Context: an optimization exercise on an open-source flow, tuned for small area, a short achievable clock period and few clock cycles per item. The choices shown serve that exercise and are no tape-out recipe.
Function was not checked in any run shown here: the RTL went through the layout flow alone.

==> flow/design.v, too long to show whole: its modules and the start of the top module <==
// module poly_horner_seq: 1857 lines
// module phs_fa: 5 lines
module poly_horner_seq (
    input  logic               clk,
    input  logic               rst,
    input  logic               coeff_we,
    input  logic [3:0]         coeff_addr,
    input  logic signed [15:0] coeff_wdata,
    input  logic signed [15:0] x,
    input  logic               start,
    output logic               busy,
    output logic               done,
    output logic signed [31:0] sum,
    output logic               ovf
);
  // ...
==> flow/run.sh <==
#!/bin/bash
# synth_recipe.tcl (not shown) runs the flow's synth.tcl, then flattens the netlist and writes it again
# the make line also repeats each setting of config.mk as NAME=value (left out here)
make -C /OpenROAD-flow-scripts/flow DESIGN_CONFIG=/design/flow/config.mk WORK_HOME=/design/flow/orfs CLKGATE_MAP_FILE= SYNTH_SCRIPT=/design/flow/synth_recipe.tcl finish
==> flow/config.mk <==
export PLATFORM = sky130hd
export DESIGN_NAME = poly_horner_seq
export DESIGN_NICKNAME = poly_horner_seq
export VERILOG_FILES = /design/flow/design.v
export SDC_FILE = /design/flow/constraint.sdc
export NUM_CORES = 4
export LEC_CHECK = 0
export ABC_AREA = 1
export CAP_MARGIN = 20
export CORE_MARGIN = 2
export CORE_UTILIZATION = 40
export SLEW_MARGIN = 20
export SYNTH_HIERARCHICAL = 1
export SYNTH_MINIMUM_KEEP_SIZE = 0
==> flow/constraint.sdc <==
create_clock -name core_clock -period 9.0 [get_ports {clk}]
set_input_delay 1.8000 -clock core_clock [delete_from_list [all_inputs] [get_ports {clk}]]
set_output_delay 1.8000 -clock core_clock [all_outputs]
set_load 0.01 [all_outputs]
==> implementation parameters, run 1 <==
Parameter                              Value

Synthesis
  Distinct cells, synth    49
  Post-Syn Area per Cell    9.75 sq um
  Fraction of registers with async set or reset after synthesis    22.2%
  Share of synthesized cell area in and, or, nand and nor gates    12.6%
  Synthesized-area fraction occupied by adder cells    24.8%
  Most used flip-flop cell after synthesis    edfxtp_1

Min path
  End of the worst hold path    r_cval[3]$_DFFE_PP0P_
  Launch instance of the worst min-delay path    r_cval[3]$_DFFE_PP0P_

CTS
  Library cell used as clock root buffer    clkbuf_16
  TritonCTS buffer count    34
  Worst skew pair latency    between 0.5 and 0.6 ns
  Deepest level of the CTS H-tree    2

Outcome
  Result of the run  no timing/DRC/antenna violations

Finish
  Count of antenna diodes in the layout    0
  Multi-input logic area    between 10000 and 15000 sq um
  Proportion of layout cells with a drive suffix above 1    6.02%
  Cell class ranked first by area    multi-input gates

GRT
  Largest net degree at the start of global routing    roughly 90

Floorplan
  Area of the core    60100 sq um

Worst setup path
  Cell-by-cell listing of the critical path    inv_1, nor4_1, nand2_1, nor3_1, a31oi_1, o21ai_0, clkdlybuf4s50_1
  Worst reg2reg path startpoint    r_bneg[0]$_DFFE_PP0P_
  Highest net fanout along the worst path    17
  R2R depth    15

STA
  Minimum hold slack    0.470 ns

Place
  Port bufs    74
  Placed standard-cell area    25200 sq um
==> inputs of run 2 (changes only) <==
--- a/flow/design.v
+++ b/flow/design.v
@@ -15,16 +15,18 @@
     logic signed [15:0] r_coeff [0:10];
     logic [10:0]        r_cval;
     logic [7:0]         r_bonen, r_btwon, r_bneg, w_bone, w_btwo;
     logic [7:0]         r_bonenb, r_btwonb, r_bnegb, w_boneb, w_btwob;
     logic [31:0]        r_accn;
     logic signed [31:0] w_acc;
     logic signed [16:0] r_c, w_cn, w_n7;
     logic               r_ge, r_cneg, w_ge, w_cy15;
+    logic               r_hi_one, r_hi_zero, r_mid_one, r_mid_zero;
+    logic               w_mid_one, w_mid_zero, w_defer;
     logic [16:0]        w_y;
     logic signed [16:0] w_craw;
     logic               w_n7n;
     logic [3:0]         r_idx, w_idx_n, w_idx_r;
     logic               r_busy, r_done, r_ovf;
     logic signed [15:0] w_c, w_crd, w_c9;
     logic [7:0]         w_xone, w_xtwo, w_xneg;
     logic [47:0]        w_ra, w_rb;
@@ -1785,22 +1787,25 @@
     assign w_s[28] = w_p0[28] ^ pg892;
     assign w_s[29] = w_p0[29] ^ pg894;
     assign w_s[30] = w_p0[30] ^ pg896;
     assign w_s[31] = w_p0[31] ^ pg898;
     assign w_c31 = pg898;
     assign w_cy15 = pg850;
     assign w_hi_one = ((w_ra[32] ^ w_rb[32]) ^ (w_ra[31] & w_rb[31])) & ((w_ra[33] ^ w_rb[33]) ^ (w_ra[32] & w_rb[32])) & ((w_ra[34] ^ w_rb[34]) ^ (w_ra[33] & w_rb[33])) & ((w_ra[35] ^ w_rb[35]) ^ (w_ra[34] & w_rb[34])) & ((w_ra[36] ^ w_rb[36]) ^ (w_ra[35] & w_rb[35])) & ((w_ra[37] ^ w_rb[37]) ^ (w_ra[36] & w_rb[36])) & ((w_ra[38] ^ w_rb[38]) ^ (w_ra[37] & w_rb[37])) & ((w_ra[39] ^ w_rb[39]) ^ (w_ra[38] & w_rb[38])) & ((w_ra[40] ^ w_rb[40]) ^ (w_ra[39] & w_rb[39])) & ((w_ra[41] ^ w_rb[41]) ^ (w_ra[40] & w_rb[40])) & ((w_ra[42] ^ w_rb[42]) ^ (w_ra[41] & w_rb[41])) & ((w_ra[43] ^ w_rb[43]) ^ (w_ra[42] & w_rb[42])) & ((w_ra[44] ^ w_rb[44]) ^ (w_ra[43] & w_rb[43])) & ((w_ra[45] ^ w_rb[45]) ^ (w_ra[44] & w_rb[44])) & ((w_ra[46] ^ w_rb[46]) ^ (w_ra[45] & w_rb[45])) & ((w_ra[47] ^ w_rb[47]) ^ (w_ra[46] & w_rb[46]));
     assign w_hi_zero = ~((w_ra[32] ^ w_rb[32]) ^ (w_ra[31] | w_rb[31])) & ~((w_ra[33] ^ w_rb[33]) ^ (w_ra[32] | w_rb[32])) & ~((w_ra[34] ^ w_rb[34]) ^ (w_ra[33] | w_rb[33])) & ~((w_ra[35] ^ w_rb[35]) ^ (w_ra[34] | w_rb[34])) & ~((w_ra[36] ^ w_rb[36]) ^ (w_ra[35] | w_rb[35])) & ~((w_ra[37] ^ w_rb[37]) ^ (w_ra[36] | w_rb[36])) & ~((w_ra[38] ^ w_rb[38]) ^ (w_ra[37] | w_rb[37])) & ~((w_ra[39] ^ w_rb[39]) ^ (w_ra[38] | w_rb[38])) & ~((w_ra[40] ^ w_rb[40]) ^ (w_ra[39] | w_rb[39])) & ~((w_ra[41] ^ w_rb[41]) ^ (w_ra[40] | w_rb[40])) & ~((w_ra[42] ^ w_rb[42]) ^ (w_ra[41] | w_rb[41])) & ~((w_ra[43] ^ w_rb[43]) ^ (w_ra[42] | w_rb[42])) & ~((w_ra[44] ^ w_rb[44]) ^ (w_ra[43] | w_rb[43])) & ~((w_ra[45] ^ w_rb[45]) ^ (w_ra[44] | w_rb[44])) & ~((w_ra[46] ^ w_rb[46]) ^ (w_ra[45] | w_rb[45])) & ~((w_ra[47] ^ w_rb[47]) ^ (w_ra[46] | w_rb[46]));
-    assign w_sovf = ~((w_hi_one & w_s[31]) | (w_hi_zero & ~w_s[31]));
+    assign w_mid_one = (w_ra[15] ^ w_rb[15] ^ w_cy15) & ((w_ra[16] ^ w_rb[16]) ^ (w_ra[15] & w_rb[15])) & ((w_ra[17] ^ w_rb[17]) ^ (w_ra[16] & w_rb[16])) & ((w_ra[18] ^ w_rb[18]) ^ (w_ra[17] & w_rb[17])) & ((w_ra[19] ^ w_rb[19]) ^ (w_ra[18] & w_rb[18])) & ((w_ra[20] ^ w_rb[20]) ^ (w_ra[19] & w_rb[19])) & ((w_ra[21] ^ w_rb[21]) ^ (w_ra[20] & w_rb[20])) & ((w_ra[22] ^ w_rb[22]) ^ (w_ra[21] & w_rb[21])) & ((w_ra[23] ^ w_rb[23]) ^ (w_ra[22] & w_rb[22])) & ((w_ra[24] ^ w_rb[24]) ^ (w_ra[23] & w_rb[23])) & ((w_ra[25] ^ w_rb[25]) ^ (w_ra[24] & w_rb[24])) & ((w_ra[26] ^ w_rb[26]) ^ (w_ra[25] & w_rb[25])) & ((w_ra[27] ^ w_rb[27]) ^ (w_ra[26] & w_rb[26])) & ((w_ra[28] ^ w_rb[28]) ^ (w_ra[27] & w_rb[27])) & ((w_ra[29] ^ w_rb[29]) ^ (w_ra[28] & w_rb[28])) & ((w_ra[30] ^ w_rb[30]) ^ (w_ra[29] & w_rb[29]));
+    assign w_mid_zero = ~(w_ra[15] ^ w_rb[15] ^ w_cy15) & ~((w_ra[16] ^ w_rb[16]) ^ (w_ra[15] | w_rb[15])) & ~((w_ra[17] ^ w_rb[17]) ^ (w_ra[16] | w_rb[16])) & ~((w_ra[18] ^ w_rb[18]) ^ (w_ra[17] | w_rb[17])) & ~((w_ra[19] ^ w_rb[19]) ^ (w_ra[18] | w_rb[18])) & ~((w_ra[20] ^ w_rb[20]) ^ (w_ra[19] | w_rb[19])) & ~((w_ra[21] ^ w_rb[21]) ^ (w_ra[20] | w_rb[20])) & ~((w_ra[22] ^ w_rb[22]) ^ (w_ra[21] | w_rb[21])) & ~((w_ra[23] ^ w_rb[23]) ^ (w_ra[22] | w_rb[22])) & ~((w_ra[24] ^ w_rb[24]) ^ (w_ra[23] | w_rb[23])) & ~((w_ra[25] ^ w_rb[25]) ^ (w_ra[24] | w_rb[24])) & ~((w_ra[26] ^ w_rb[26]) ^ (w_ra[25] | w_rb[25])) & ~((w_ra[27] ^ w_rb[27]) ^ (w_ra[26] | w_rb[26])) & ~((w_ra[28] ^ w_rb[28]) ^ (w_ra[27] | w_rb[27])) & ~((w_ra[29] ^ w_rb[29]) ^ (w_ra[28] | w_rb[28])) & ~((w_ra[30] ^ w_rb[30]) ^ (w_ra[29] | w_rb[29]));
+    assign w_sovf = ~((r_hi_one & w_acc[31]) | (r_hi_zero & ~w_acc[31]));
     assign w_y    = {2'b00, w_ra[14:0]} + {2'b00, w_rb[14:0]} +
                     {2'b00, ~w_craw[14:0]} + 17'd1;
     assign w_ge   = w_cy15 ? w_y[16] : (w_y[16] | w_y[15]);
-    assign w_chi  = ~w_acc[31] & (&w_acc[30:15]) & r_cneg & r_ge;
-    assign w_clo  = w_acc[31] & ~(|w_acc[30:15]) & ~r_cneg & ~r_ge;
+    assign w_chi  = ~w_acc[31] & r_mid_one & r_cneg & r_ge;
+    assign w_clo  = w_acc[31] & r_mid_zero & ~r_cneg & ~r_ge;
+    assign w_defer = w_sovf | w_chi | w_clo;
     always_ff @(posedge clk or posedge rst) begin
         if (rst) begin
             r_busy <= 1'b0;
             r_done <= 1'b0;
             r_idx  <= 4'd10;
             r_bonen <= '1;
             r_btwon <= '1;
             r_bneg  <= '0;
@@ -1837,28 +1842,32 @@
     end
     always_ff @(posedge clk) begin
         if (w_wr) r_coeff[coeff_addr] <= coeff_wdata;
     end
     always_ff @(posedge clk) begin
         r_c     <= w_cn;
         r_ge    <= w_ge;
         r_cneg  <= w_craw[15];
+        r_hi_one   <= w_hi_one;
+        r_hi_zero  <= w_hi_zero;
+        r_mid_one  <= w_mid_one;
+        r_mid_zero <= w_mid_zero;
         if (w_acc_st | r_busy) begin
             r_accn <= ~w_s;
         end
         if (w_acc_st) begin
             r_ovf <= 1'b0;
         end else if (r_busy | r_done) begin
-            r_ovf <= r_ovf | (r_busy & w_sovf) | w_chi | w_clo;
+            r_ovf <= r_ovf | w_defer;
         end
     end
     assign busy = r_busy;
     assign done = r_done;
     assign sum  = w_acc;
-    assign ovf  = r_ovf | (r_done & (w_chi | w_clo));
+    assign ovf  = r_ovf | (r_done & w_defer);
 endmodule
 `default_nettype wire
 module phs_fa (input logic a, input logic b, input logic c,
                output logic s, output logic co);
     assign s  = a ^ b ^ c;
     assign co = (a & b) | (a & c) | (b & c);
 endmodule
--- a/flow/config.mk
+++ b/flow/config.mk
@@ -4,11 +4,12 @@
 export VERILOG_FILES = /design/flow/design.v
 export SDC_FILE = /design/flow/constraint.sdc
 export NUM_CORES = 4
 export LEC_CHECK = 0
 export ABC_AREA = 1
 export CAP_MARGIN = 20
 export CORE_MARGIN = 2
 export CORE_UTILIZATION = 40
+export SETUP_SLACK_MARGIN = 3.7
 export SLEW_MARGIN = 20
 export SYNTH_HIERARCHICAL = 1
 export SYNTH_MINIMUM_KEEP_SIZE = 0
==> implementation parameters, run 2 <==
Parameter                              Value

STA
  Shortest period the worst path allows    5.10 ns (was 5.44 ns)
  Minimum hold slack    0.452 ns (was 0.470 ns)
  Maximum clock frequency    196 MHz (was 184 MHz)
  RSZ-0062 raised after global routing    true (was false)
  Max Transition Viols Final    0 (unchanged)
  Final period util    56.7% (was 60.5%)
  Total count of hold-check failures in the final report    0 (unchanged)
  Final Skew    0.0105 ns (was 0.0180 ns)
  Number of failing setup endpoints in the final timing report    0 (unchanged)
  Remaining max-slew budget at the tightest pin    29.8% (was 24.4%)
  Final TNS setup    0 ns (unchanged)
  Actual transition at the worst max-transition pin    1.05 ns (was 1.13 ns)

CTS
  Worst skew pair latency    0.55 ns (about the same)
  Sink Count    297 (was 293)
  TritonCTS buffer count    34 (unchanged)
  CTS Buffer Depth    3 (unchanged)
  Deepest level of the CTS H-tree    2 (unchanged)
  Clock slew at reported path FFs    0.06 ns (was 0.07 ns)
  Library cell used as clock root buffer    clkbuf_16 (unchanged)
  Clock tree from TritonCTS    yes (unchanged)

Worst setup path
  Data required time of the worst path    9.30 ns (was 7.20 ns)
  Crit-path most repeated cell    fa_1
  Highest net fanout along the worst path    10 (was 17)
  Cell-by-cell listing of the critical path    o22ai_1, xor2_1, fa_1, fa_1, fa_1, fa_1, ha_1, fa_1, inv_1, o21ai_1, nand2_1, inv_1, or3_4, a21boi_1, nand2_1, nand2_1, nand2_1 (was inv_1, nor4_1, nand2_1, nor3_1, a31oi_1, o21ai_0, clkdlybuf4s50_1)
  Slowest Stage Delay on Critical Path    0.72 ns (was 0.88 ns)
  Slowest cell on the critical path    dfstp_4 (was edfxtp_1)
  Worst Path Class, Setup    reg -> reg (was reg -> out)
  Crit-path leading delay family    adder cells (was flip-flops)
  Worst Setup Start Kind    flip-flop (unchanged)
  Capturing element type of the critical path    flip-flop (was output pin)
  CP Buf/Inv Count    2 (unchanged)
  Data arrival time at the worst-slack endpoint    5.41 ns (was 3.64 ns)

Synthesis
  Mapped Area    25600 sq um (was 24200 sq um)
  Main combinational cell family by area after synthesis    adder cells (unchanged)
  Post-synthesis cell count    2711 (was 2485)
  Fraction of registers with async set or reset after synthesis    21.9% (was 22.2%)
  Area leader, netlist    edfxtp_1 (unchanged)
  Part of the Yosys area used for sequential elements    32.8% (was 34.3%)
  Fraction of the mapped netlist area in compound gates    10.2% (about the same)
  Seq cells post-synth    297 (was 293)
  Share of the synthesized area in the top cell type    24.4% (was 25.8%)
  Most used flip-flop cell after synthesis    edfxtp_1 (unchanged)
  Most area-consuming cells after synthesis    edfxtp_1 24%, fa_1 19%, xor2_1 9.8%, o22ai_1 6.3%, ha_1 6.0% (was edfxtp_1 26%, fa_1 19%, xor2_1 10%, o22ai_1 6.6%, nand2_1 5.8%)
  Count of yosys warnings during synthesis    7 (unchanged)
  Post-Syn Area per Cell    9.43 sq um (was 9.75 sq um)
  Fraction of synthesized area in multiplexers    0% (unchanged)
  EDFF count, synth    208 (unchanged)
  Xor-xnor portion of the synthesized cell area    10.3% (was 11.1%)
  Most instantiated library cell after synthesis    nand2_1 (unchanged)
  Post-synth net total    3113 (was 2866)
  Synthesized-area fraction occupied by adder cells    24.7% (was 24.8%)
  Distinct cells, synth    53 (was 49)
  Ranking of synthesized cells by instance count    400 x nand2_1, 298 x inv_1, 287 x xor2_1 (was 377 x nand2_1, 280 x xor2_1, 256 x o22ai_1)
  Share of synthesized cell area in and, or, nand and nor gates    13.7% (was 12.6%)

Place
  Placed wire-length estimate    52.3 mm (was 47.4 mm)
  Port bufs    74 (unchanged)
  Routability Congestion    0.932 (was 0.931)
  Placed standard-cell area    26600 sq um (was 25200 sq um)

Detailed routing
  Initial drt markers    2005 (was 1981)
  Drt drc    0 (unchanged)
  Number of antenna-violating nets in the routed design    0 (unchanged)
  Number of vias after detailed routing    19700 (was 17900)
  First drt pass iteration count    6 (was 5)
  Wire per inst    21.1 um (was 20.8 um)
  Overall routed net length    75.6 mm (was 66.8 mm)
  Via count normalized by instance count    5.51 (was 5.58)

Finish
  Most flops, register    r_coeff (unchanged)
  Area of all placed cells without fillers    28800 sq um (was 26500 sq um)
  Number of fillers in the final layout    6029 (was 5715)
  Multi-input logic area    15100 sq um (was 14300 sq um)
  Highest-count cells in the layout ignoring fill and taps    400 x nand2_1, 296 x inv_1, 287 x xor2_1, 259 x o22ai_1, 239 x fa_1 (was 377 x nand2_1, 280 x xor2_1, 256 x o22ai_1, 232 x fa_1)
  Post-layout util    45.6% (was 44.0%)
  Proportion of layout cells with a drive suffix above 1    9.43% (was 6.02%)
  FF+latch area    8500 sq um (was 8320 sq um)
  Leading cell type in the layout, fill and taps excluded    nand2_1 (unchanged)
  Relative area change from synthesis to final layout    12.6% (was 9.33%)
  Layout net count    3113 (was 2783)
  Largest registers ranked by flip-flop count    r_coeff: 176 flops, r_accn: 32 flops, r_c: 17 flops (unchanged)
  Max FFs per register    176 (unchanged)

Floorplan
  Total number of placement rows    92 (was 90)
  Width of the chip    257 um (was 250 um)
  Die Area    66000 sq um (was 62500 sq um)
  Effective utilization at floorplan    40.5% (was 40.3%)
  Area of the core    63100 sq um (was 60100 sq um)
  Vertical extent of the die    257 um (was 250 um)
  # IOs    75 (unchanged)

GRT
  Initial antenna violation count    1 (was 0)
  Wire length of the first global-routing pass    116 mm (was 105 mm)
  Grt ovf    0 (unchanged)
  Via count of the first global-routing pass    19700 (was 17800)
  Total global routing track utilization    22.5% (was 21.5%)
  Largest net degree at the start of global routing    71 (was 89)

Flow run
  Count of max-cap constraint violations    0 (unchanged)

Min path
  Worst hold path class    reg -> reg (unchanged)

Outcome
  Result of the run  no timing/DRC/antenna violations (unchanged)
-- run 2: cell types whose count changed in the layout (fill, tap and decap cells not counted), moves of 23 or more --
cell	before	now
dfstp_2	34	9
nand4_1	9	74
dfstp_4	0	25
buf_4	14	95
inv_1	208	296
nand2_1	377	400
-- run 2: worst paths after layout --
path	endpoint	startpoint	depth (start not counted)	slack, ns
setup / recovery	r_accn[30]$_DFFE_PP_	r_btwon[2]$_DFFE_PP1P_	17	3.90
hold / removal	r_cval[0]$_DFFE_PP0P_	r_cval[0]$_DFFE_PP0P_	2	0.45
setup reg to reg	r_accn[30]$_DFFE_PP_	r_btwon[2]$_DFFE_PP1P_	17	3.90
hold reg to reg	r_cval[0]$_DFFE_PP0P_	r_cval[0]$_DFFE_PP0P_	2	0.45
max in group asynchronous	r_bneg[1]$_DFFE_PP0P_	rst	3	6.59
min in group asynchronous	r_done$_DFF_PP0_	rst	3	1.80
-- run 2: cell families after synthesis --
kind of cell,after synthesis
compound gates,420
simple gates,801
fa+ha+maj,362
buf+inv,531
flops,297
xor+xnor,300
-- run 2: metal layers --
layer	global-route usage [%]	part of all wire [%]	up-vias
met5	0	0	-
li1	-	-	9013
met2	37.9	48	831
met4	7.27	3.4	0
met3	3.27	6.9	150
met1	29.9	41	9743
-- run 2: stage by stage --
stage / worst slack (ns) / instances
after floorplan: 3.92 / 2711
after global placement: 3.58 / 3425
after detailed placement: 3.49 / 3425
after CTS: 3.71 / 3525
after global routing: 3.65 / 3583
final: 3.90 / 3583
-- run 2: tightest hold or removal path: cells and delay by family, from the launching register on --
family        cells  cell delay (ns)
buf+inv           1             0.05
flops             1             0.32
simple gates      1             0.05
-- run 2: per-module statistics from Yosys, one instance, submodules excluded --
| module | cells inside | copies in the design | flip-flops and latches | area (sq um) |
|---|---|---|---|---|
| phs_fa | 1 | 214 | 0 | 20.0 |
| poly_horner_seq | 2497 | 1 | 297 | 21300 |
-- run 2: cell type report --
type                    count  area share (%)
multi-input cells        1883            52.5
flip-flops and latches    297            29.5
repair buffers            190            6.42
inverters                 305            4.00
well taps                 846            3.68
clock buffers              54            3.59
clock inverters             7           0.239
diodes                      1         0.00869
-- run 2: repair_timing --
| item | 4_1_cts | 5_1_grt |
|---|---|---|
| endpoints found under the setup margin | 10 | 13 |
| hold buffers | 0 | 0 |
| gates resized for setup | 15 | 25 |
| buffers inserted | 39 | 57 |
| pin swaps | 0 | 0 |

[re-timing with driven ports]
The flow's constraints put no driver on any port. The routed layouts listed below were extracted and timed again, unchanged, in two steps. Step 1 (the two cells are an assumption about what drives the block):
set clk [get_ports {clk}]
set_driving_cell -lib_cell sky130_fd_sc_hd__clkbuf_16 $clk
set_driving_cell -lib_cell sky130_fd_sc_hd__buf_2 [delete_from_list [all_inputs] $clk]
Step 2 adds t to the input delays and takes it off the output delays; t is the mean of the earliest and latest rising clock arrival at the registers after step 1. Input paths then give back, and output paths get back, about the clock's delay inside the block. Slacks: ideal ports / drivers / drivers and shift; pairs: ideal ports / drivers.
| run | t (ns) | setup WS [ns] | worst hold slack (ns) | slew at the worst register clock pin (ns) | pins driven straight from the clock port |
|---|---|---|---|---|---|
| run 1 | 0.597 | 3.558 / 3.503 / 3.577 | 0.470 / 0.470 / 0.470 | 0.07 / 0.07 | 1 |
| run 2 | 0.603 | 3.897 / 3.897 / 3.897 | 0.452 / 0.452 / 0.452 | 0.07 / 0.07 | 1 |
After both steps setup and hold are still met in every run listed.
